What follows belongs to an exercise in optimizing a design on an open flow for small area, a short achievable clock period and few clock cycles per item; a production flow would make more cautious choices.
The RTL was checked by simulation tests, not by an equivalence proof against the original design.
Power figures rest on the tool's default switching activity, not on a simulated workload.

**config.mk**
```make
export PLATFORM = sky130hd
export DESIGN_NAME = align_rectangle_border_check
export DESIGN_NICKNAME = align_rectangle_border_check
export VERILOG_FILES = /design/flow/design.v
export SDC_FILE = /design/flow/constraint.sdc
export NUM_CORES = 4
export LEC_CHECK = 0
export CAP_MARGIN = 20
export CORE_MARGIN = 2
export CORE_UTILIZATION = 40
export SLEW_MARGIN = 20
```
**constraint.sdc**
```tcl
create_clock -name core_clock -period 4.5 [get_ports {clk_i}]
set_input_delay 0.9000 -clock core_clock [delete_from_list [all_inputs] [get_ports {clk_i}]]
set_output_delay 0.9000 -clock core_clock [all_outputs]
set_load 0.01 [all_outputs]
```
**design.v**
```verilog
package arbc_pkg;
  localparam int IdxW       = 4;
  localparam int MatrixSize = 1 << IdxW;
  localparam int InTdataW  = 32;
  localparam int InTuserW  = 2;
  localparam int OutTdataW = 8;
  typedef logic [IdxW-1:0]       idx_t;
  typedef logic [MatrixSize-1:0] word_t;
  typedef enum logic [InTuserW-1:0] {
    CmdClear = 2'd0,
    CmdWrite = 2'd1,
    CmdQuery = 2'd2
  } cmd_e;
  typedef struct packed {
    logic clr;
    logic we;
    idx_t row;
    idx_t col;
    logic cell_val;
  } mat_wr_t;
  typedef struct packed {
    idx_t row_first;
    idx_t row_last;
    idx_t col_first;
    idx_t col_last;
  } rect_t;
  function automatic word_t span_mask(idx_t first, idx_t last);
    word_t upto;
    word_t from;
    upto = {MatrixSize{1'b1}} >> (idx_t'(MatrixSize - 1) - last);
    from = {MatrixSize{1'b1}} << first;
    span_mask = (first <= last) ? (upto & from) : '0;
  endfunction
  function automatic logic border_ok(word_t w, word_t m);
    border_ok = ((w & m) != '0) && ((w & ~m) == '0);
  endfunction
endpackage
module arbc_border (
  input  arbc_pkg::rect_t rect_i,
  input  arbc_pkg::word_t row_first_i,
  input  arbc_pkg::word_t row_last_i,
  input  arbc_pkg::word_t col_first_i,
  input  arbc_pkg::word_t col_last_i,
  output logic            ok_o
);
  arbc_pkg::word_t col_mask;
  arbc_pkg::word_t row_mask;
  assign col_mask = arbc_pkg::span_mask(rect_i.col_first, rect_i.col_last);
  assign row_mask = arbc_pkg::span_mask(rect_i.row_first, rect_i.row_last);
  assign ok_o = arbc_pkg::border_ok(row_first_i, col_mask)
             && arbc_pkg::border_ok(row_last_i,  col_mask)
             && arbc_pkg::border_ok(col_first_i, row_mask)
             && arbc_pkg::border_ok(col_last_i,  row_mask);
endmodule
module arbc_matrix (
  input  logic            clk_i,
  input  logic            rst_ni,
  input  arbc_pkg::mat_wr_t wr_i,
  input  arbc_pkg::rect_t   rect_i,
  output arbc_pkg::word_t   row_first_o,
  output arbc_pkg::word_t   row_last_o,
  output arbc_pkg::word_t   col_first_o,
  output arbc_pkg::word_t   col_last_o
);
  arbc_pkg::word_t [arbc_pkg::MatrixSize-1:0] row_q;
  arbc_pkg::word_t [arbc_pkg::MatrixSize-1:0] row_d;
  always_comb begin
    row_d = row_q;
    if (wr_i.clr) begin
      row_d = '0;
    end else if (wr_i.we) begin
      row_d[wr_i.row][wr_i.col] = wr_i.cell_val;
    end
  end
  always_ff @(posedge clk_i or negedge rst_ni) begin
    if (!rst_ni) begin
      row_q <= '0;
    end else begin
      row_q <= row_d;
    end
  end
  assign row_first_o = row_q[rect_i.row_first];
  assign row_last_o  = row_q[rect_i.row_last];
  always_comb begin
    for (int r = 0; r < arbc_pkg::MatrixSize; r++) begin
      col_first_o[r] = row_q[r][rect_i.col_first];
      col_last_o[r]  = row_q[r][rect_i.col_last];
    end
  end
endmodule
module align_rectangle_border_check (
  input  logic                           clk_i,
  input  logic                           rst_ni,
  input  logic                           s_axis_tvalid,
  output logic                           s_axis_tready,
  input  logic [arbc_pkg::InTdataW-1:0]  s_axis_tdata,
  input  logic [arbc_pkg::InTuserW-1:0]  s_axis_tuser,
  output logic                           m_axis_tvalid,
  input  logic                           m_axis_tready,
  output logic [arbc_pkg::OutTdataW-1:0] m_axis_tdata
);
  logic                s1_vld_q, s1_vld_d;
  logic [arbc_pkg::InTuserW-1:0] s1_cmd_q;
  arbc_pkg::idx_t                s1_row_q, s1_col_q;
  logic                s1_cell_q;
  arbc_pkg::rect_t               s1_rect_q;
  logic out_vld_q, out_vld_d;
  logic out_flag_q;
  logic    in_acc;
  logic    adv;
  logic    is_clr, is_wr, is_qry;
  arbc_pkg::mat_wr_t mat_wr;
  arbc_pkg::word_t   row_first, row_last, col_first, col_last;
  logic    rect_ok;
  assign adv           = s1_vld_q && (!out_vld_q || m_axis_tready);
  assign s_axis_tready = !s1_vld_q || adv;
  assign in_acc        = s_axis_tvalid && s_axis_tready;
  always_comb begin
    if (in_acc) begin
      s1_vld_d = 1'b1;
    end else if (adv) begin
      s1_vld_d = 1'b0;
    end else begin
      s1_vld_d = s1_vld_q;
    end
  end
  always_ff @(posedge clk_i or negedge rst_ni) begin
    if (!rst_ni) begin
      s1_vld_q <= 1'b0;
    end else begin
      s1_vld_q <= s1_vld_d;
    end
  end
  always_ff @(posedge clk_i) begin
    if (in_acc) begin
      s1_cmd_q            <= s_axis_tuser;
      s1_row_q            <= s_axis_tdata[3:0];
      s1_col_q            <= s_axis_tdata[7:4];
      s1_cell_q           <= s_axis_tdata[8];
      s1_rect_q.row_first <= s_axis_tdata[12:9];
      s1_rect_q.row_last  <= s_axis_tdata[16:13];
      s1_rect_q.col_first <= s_axis_tdata[20:17];
      s1_rect_q.col_last  <= s_axis_tdata[24:21];
    end
  end
  always_comb begin
    is_clr = 1'b0;
    is_wr  = 1'b0;
    is_qry = 1'b0;
    unique case (s1_cmd_q)
      arbc_pkg::CmdClear: is_clr = 1'b1;
      arbc_pkg::CmdWrite: is_wr  = 1'b1;
      arbc_pkg::CmdQuery: is_qry = 1'b1;
      default:  ;
    endcase
  end
  assign mat_wr.clr      = adv && is_clr;
  assign mat_wr.we       = adv && is_wr;
  assign mat_wr.row      = s1_row_q;
  assign mat_wr.col      = s1_col_q;
  assign mat_wr.cell_val = s1_cell_q;
  arbc_matrix u_matrix (
    .clk_i       (clk_i),
    .rst_ni      (rst_ni),
    .wr_i        (mat_wr),
    .rect_i      (s1_rect_q),
    .row_first_o (row_first),
    .row_last_o  (row_last),
    .col_first_o (col_first),
    .col_last_o  (col_last)
  );
  arbc_border u_border (
    .rect_i      (s1_rect_q),
    .row_first_i (row_first),
    .row_last_i  (row_last),
    .col_first_i (col_first),
    .col_last_i  (col_last),
    .ok_o        (rect_ok)
  );
  always_comb begin
    if (adv) begin
      out_vld_d = is_qry;
    end else if (m_axis_tready) begin
      out_vld_d = 1'b0;
    end else begin
      out_vld_d = out_vld_q;
    end
  end
  always_ff @(posedge clk_i or negedge rst_ni) begin
    if (!rst_ni) begin
      out_vld_q <= 1'b0;
    end else begin
      out_vld_q <= out_vld_d;
    end
  end
  always_ff @(posedge clk_i) begin
    if (adv && is_qry) begin
      out_flag_q <= rect_ok;
    end
  end
  assign m_axis_tvalid = out_vld_q;
  assign m_axis_tdata  = {{(arbc_pkg::OutTdataW - 1){1'b0}}, out_flag_q};
endmodule
```
**run.sh**
```bash
#!/bin/bash
# synth_recipe.tcl (not shown) runs the flow's synth.tcl, then flattens the netlist and writes it again
# the make line also repeats each setting of config.mk as NAME=value (left out here)
make -C /OpenROAD-flow-scripts/flow DESIGN_CONFIG=/design/flow/config.mk WORK_HOME=/design/flow/orfs CLKGATE_MAP_FILE= SYNTH_SCRIPT=/design/flow/synth_recipe.tcl finish
```
==> flow_summary_export.csv <==
group,metric,value,unit
grt,grt_pass1_wl,144000,um
critical_path,critical_path.max_fanout,20,
cells_and_area,diodes,0,
cells_and_area,fin_area,25100,um2
cells_and_area,register_area,7300,um2
routing,initialDrtViolationCount,3562,
status,status,"complete, no violations",
die,dieWidth,242,um
synth,post_synth_num_cell_types,61,
sta,fin_ws,0.540,ns
flow_run,drv_cap,0,
sta,finalSetupViolCount,0,
power,ir_drop,234,uV
sta,fmax,253,MHz
die,dieArea,58400,um2
clocking,cts_setup_buffers,0,
grt,grt_start_max_net_pins,140,
clocking,cts_buffer_depth,3,
sta,period_share,88.0,%
synth,async_flop_share,90.2,%
sta,skew,0.0289,ns
clocking,path_clk_slew,0.06,ns
routing,routed.top_layer,"met5",
routing,drtAntennaViolNets,0,
routing,wl_met1,37200,um
die,pin_count,48,
die,fp.coreArea,56100,um2
grt,grt_pass1_vias,19900,
grt,overflow,0,
synth,ys_warn_count,3,
sta,setup_tns,0,ns
critical_path,crit_required,4.83,ns
sta,relSlewSlack,27.4,%
place,numPortBuffers,33,
cells_and_area,drive_gt1_share,19.5,%
clocking,root_buffer,"clkbuf_16",
place,finalWeightedCongestion,1.01,
routing,drt_wl_total,98000,um
cells_and_area,final_cell_mix,"o21ai_0, a22o_1, dfrtp_1",
synth,synth_edf_count,28,
routing,vias,21600,
clocking,insertion_delay,0.58,ns
critical_path,path_class,"register to register",
grt,antenna_found_initial,2,
critical_path,start_kind,"register",
routing,firstDrtPassIters,6,
routing,wl_per_cell,34.0,um
cells_and_area,fin_util,44.8,%
clocking,cts_max_level,2,
die,row_count,87,
synth,syn_inst,2153,
routing,met3_length,11900,um
critical_path,worstPathArrival,4.29,ns
hold_path,hold_path.class,"primary input to async pin",
clocking,cts_tree,"yes",
place,post-dp-hpwl,69600,um
cells_and_area,nFillCells,5221,
die,start_util,40.3,%
cells_and_area,nets,2145,
synth,syn_avg_cell_area,10.5,um2
sta,worstMarginPinSlew,1.09,ns
place,place_ws,0.683,ns
power,p_leak,8.64,nW
clocking,cts_resized,0,
clocking,cts_buffers,37,
routing,wl_met2,43800,um
die,chipHeight,242,um
power,power_density,430,nW/um2
grt,grt_util_all_layers,33.1,%
routing,drc,0,
cells_and_area,syn_to_final_growth,11.1,%
synth,ys_seq_area_share,32.3,%
sta,rsz0062_at_grt,"no",
routing,via_per_inst,7.49,
cells_and_area,layout_commonest_cell,"o21ai_0",
critical_path,end_kind,"register",
clocking,ctsHoldBuffers,0,
clocking,clock-sinks,286,
synth,synth_area,22600,um2
sta,min_period,3.96,ns
synth,ys.flop_type,"dfrtp_1",
sta,maxSlewViolCount,0,
synth,synth-seq-cells,286,
cells_and_area,multiInputGateArea,14300,um2
place,placedInstanceArea,23800,um2
sta,hold_violations,0,
## critical path: stages, from the launching register on
cell	delay, ns
edfxtp_1	0.48
buf_12	0.25
buf_4	0.27
buf_4	0.33
mux4_2	0.54
a22oi_1	0.21
nand2_1	0.25
nor4b_1	0.25
a2111oi_0	0.53
nand4_1	0.18
o22ai_1	0.18
nor4_2	0.07
buf_4	0.16
## routing by layer
layer | up-vias | GRT usage (%)
met1 | 11100 | 44.3
met3 | 286 | 9.13
li1 | 8649 | -
met5 | - | 0
met2 | 1569 | 50.4
met4 | 2 | 14.6
## power by group
part | internal, mW | switching, mW | leakage, nW
clock network | 1.88 | 1.29 | 0.624
logic | 1.74 | 1.82 | 4.99
registers | 3.09 | 0.965 | 3.03
## area by class of cell
cell class                      instances  area share (%)
Clock buffer                           56            4.58
Tap cell                              756            3.77
Clock inverter                         10           0.479
Sequential cell                       286            29.1
Timing Repair Buffer                  127            4.90
Multi-Input combinational cell       1626            56.9
Inverter                               19           0.284
## through the flow
stage / instances / hold WS (ns) / power (mW)
2_1_floorplan: 2159 / 0.513 / 6.06
3_3_place_gp: 2814 / 0.521 / 7.38
3_5_place_dp: 2814 / 0.558 / 7.48
4_1_cts: 2880 / 0.449 / 10.7
5_1_grt: 2880 / 0.498 / 11.2
6_report: 2880 / 0.413 / 10.8
## sequential cells by signal (all words and copies together), names as in the netlist
register and count:
out_flag_q 1, out_vld_q 1, s1_cell_q 1, s1_cmd_q 2
s1_col_q 4, s1_rect_q 16, s1_row_q 4, s1_vld_q 1
u_matrix.row_q 256
## cells in the mapped netlist, types with 9 or more instances
cell | number | share of area, %
a2111oi_0 | 10 | 0.39
a21oi_1 | 15 | 0.33
a22o_1 | 286 | 11
a22oi_1 | 112 | 3.7
and2_1 | 9 | 0.25
buf_1 | 12 | 0.20
buf_2 | 29 | 0.64
buf_4 | 14 | 0.47
clkbuf_1 | 170 | 2.8
dfrtp_1 | 258 | 29
edfxtp_1 | 28 | 3.7
ha_1 | 10 | 0.55
inv_1 | 17 | 0.28
mux4_1 | 12 | 1.4
mux4_2 | 244 | 24
nand2_1 | 120 | 2.0
nand2b_1 | 16 | 0.44
nand3_1 | 31 | 0.69
nand4_1 | 9 | 0.25
nor2_1 | 51 | 0.85
nor2b_1 | 11 | 0.30
nor3_1 | 32 | 0.71
nor4_1 | 17 | 0.47
nor4b_1 | 12 | 0.47
o21ai_0 | 523 | 12
o22ai_1 | 16 | 0.44
o31ai_1 | 9 | 0.30
or3_1 | 10 | 0.28
## cells by family after synthesis
family	after synthesis	share of synthesized area [%]
buffers and inverters	247	4.61
AOI/OAI and AO/OA	1005	29.1
DFF	286	32.3
and+or+nand+nor	343	7.51
other	1	0.0166
adders and majority gates	10	0.554
muxes	258	25.8
xor gates and xnor gates	3	0.116
## path summary, 6_finish.rpt
kind / startpoint / end / slack (ns) / cells after the start
worst max-delay path: s1_rect_q[4]$_DFFE_PP_ / out_flag_q$_DFFE_PP_ / 0.54 / 12
worst min-delay path: rst_ni / u_matrix.row_q[242]$_DFFE_PN0P_ / 0.41 / 1
worst max register to register: s1_rect_q[4]$_DFFE_PP_ / out_flag_q$_DFFE_PP_ / 0.54 / 12
worst min register to register: out_vld_q$_DFFE_PN0P_ / out_vld_q$_DFFE_PN0P_ / 0.57 / 2
max in group asynchronous: rst_ni / u_matrix.row_q[31]$_DFFE_PN0P_ / 3.09 / 2
min in group core_clock: out_vld_q$_DFFE_PN0P_ / out_vld_q$_DFFE_PN0P_ / 0.57 / 2
Testbench counts, summed over its fixed seeds: cycles 24,091, items 24,075.

-- re-timing with driven ports --
Ports are ideal in the flow. The routed layout listed here was re-timed in OpenROAD. Step 1 (the two cells are an assumption about what drives the block):
set clk [get_ports {clk_i}]
set_driving_cell -lib_cell sky130_fd_sc_hd__clkbuf_16 $clk
set_driving_cell -lib_cell sky130_fd_sc_hd__buf_2 [delete_from_list [all_inputs] $clk]
Step 2 moves the port delays by t, midway between the first and last clock arrival at a register: inputs arrive t later, outputs are due t later. That takes back most of the time a late clock gives input paths. Slacks: ideal ports / drivers / drivers and shift; pairs: ideal ports / drivers.
t, ns: 0.633
setup slack, ns: 0.540 / 0.540 / 0.540
cell pins on the clock port's net: 1
After both steps setup and hold are still met in this run. For this run, drivers alone change the setup slack by 0.000 ns; drivers and shift together by 0.000 ns.
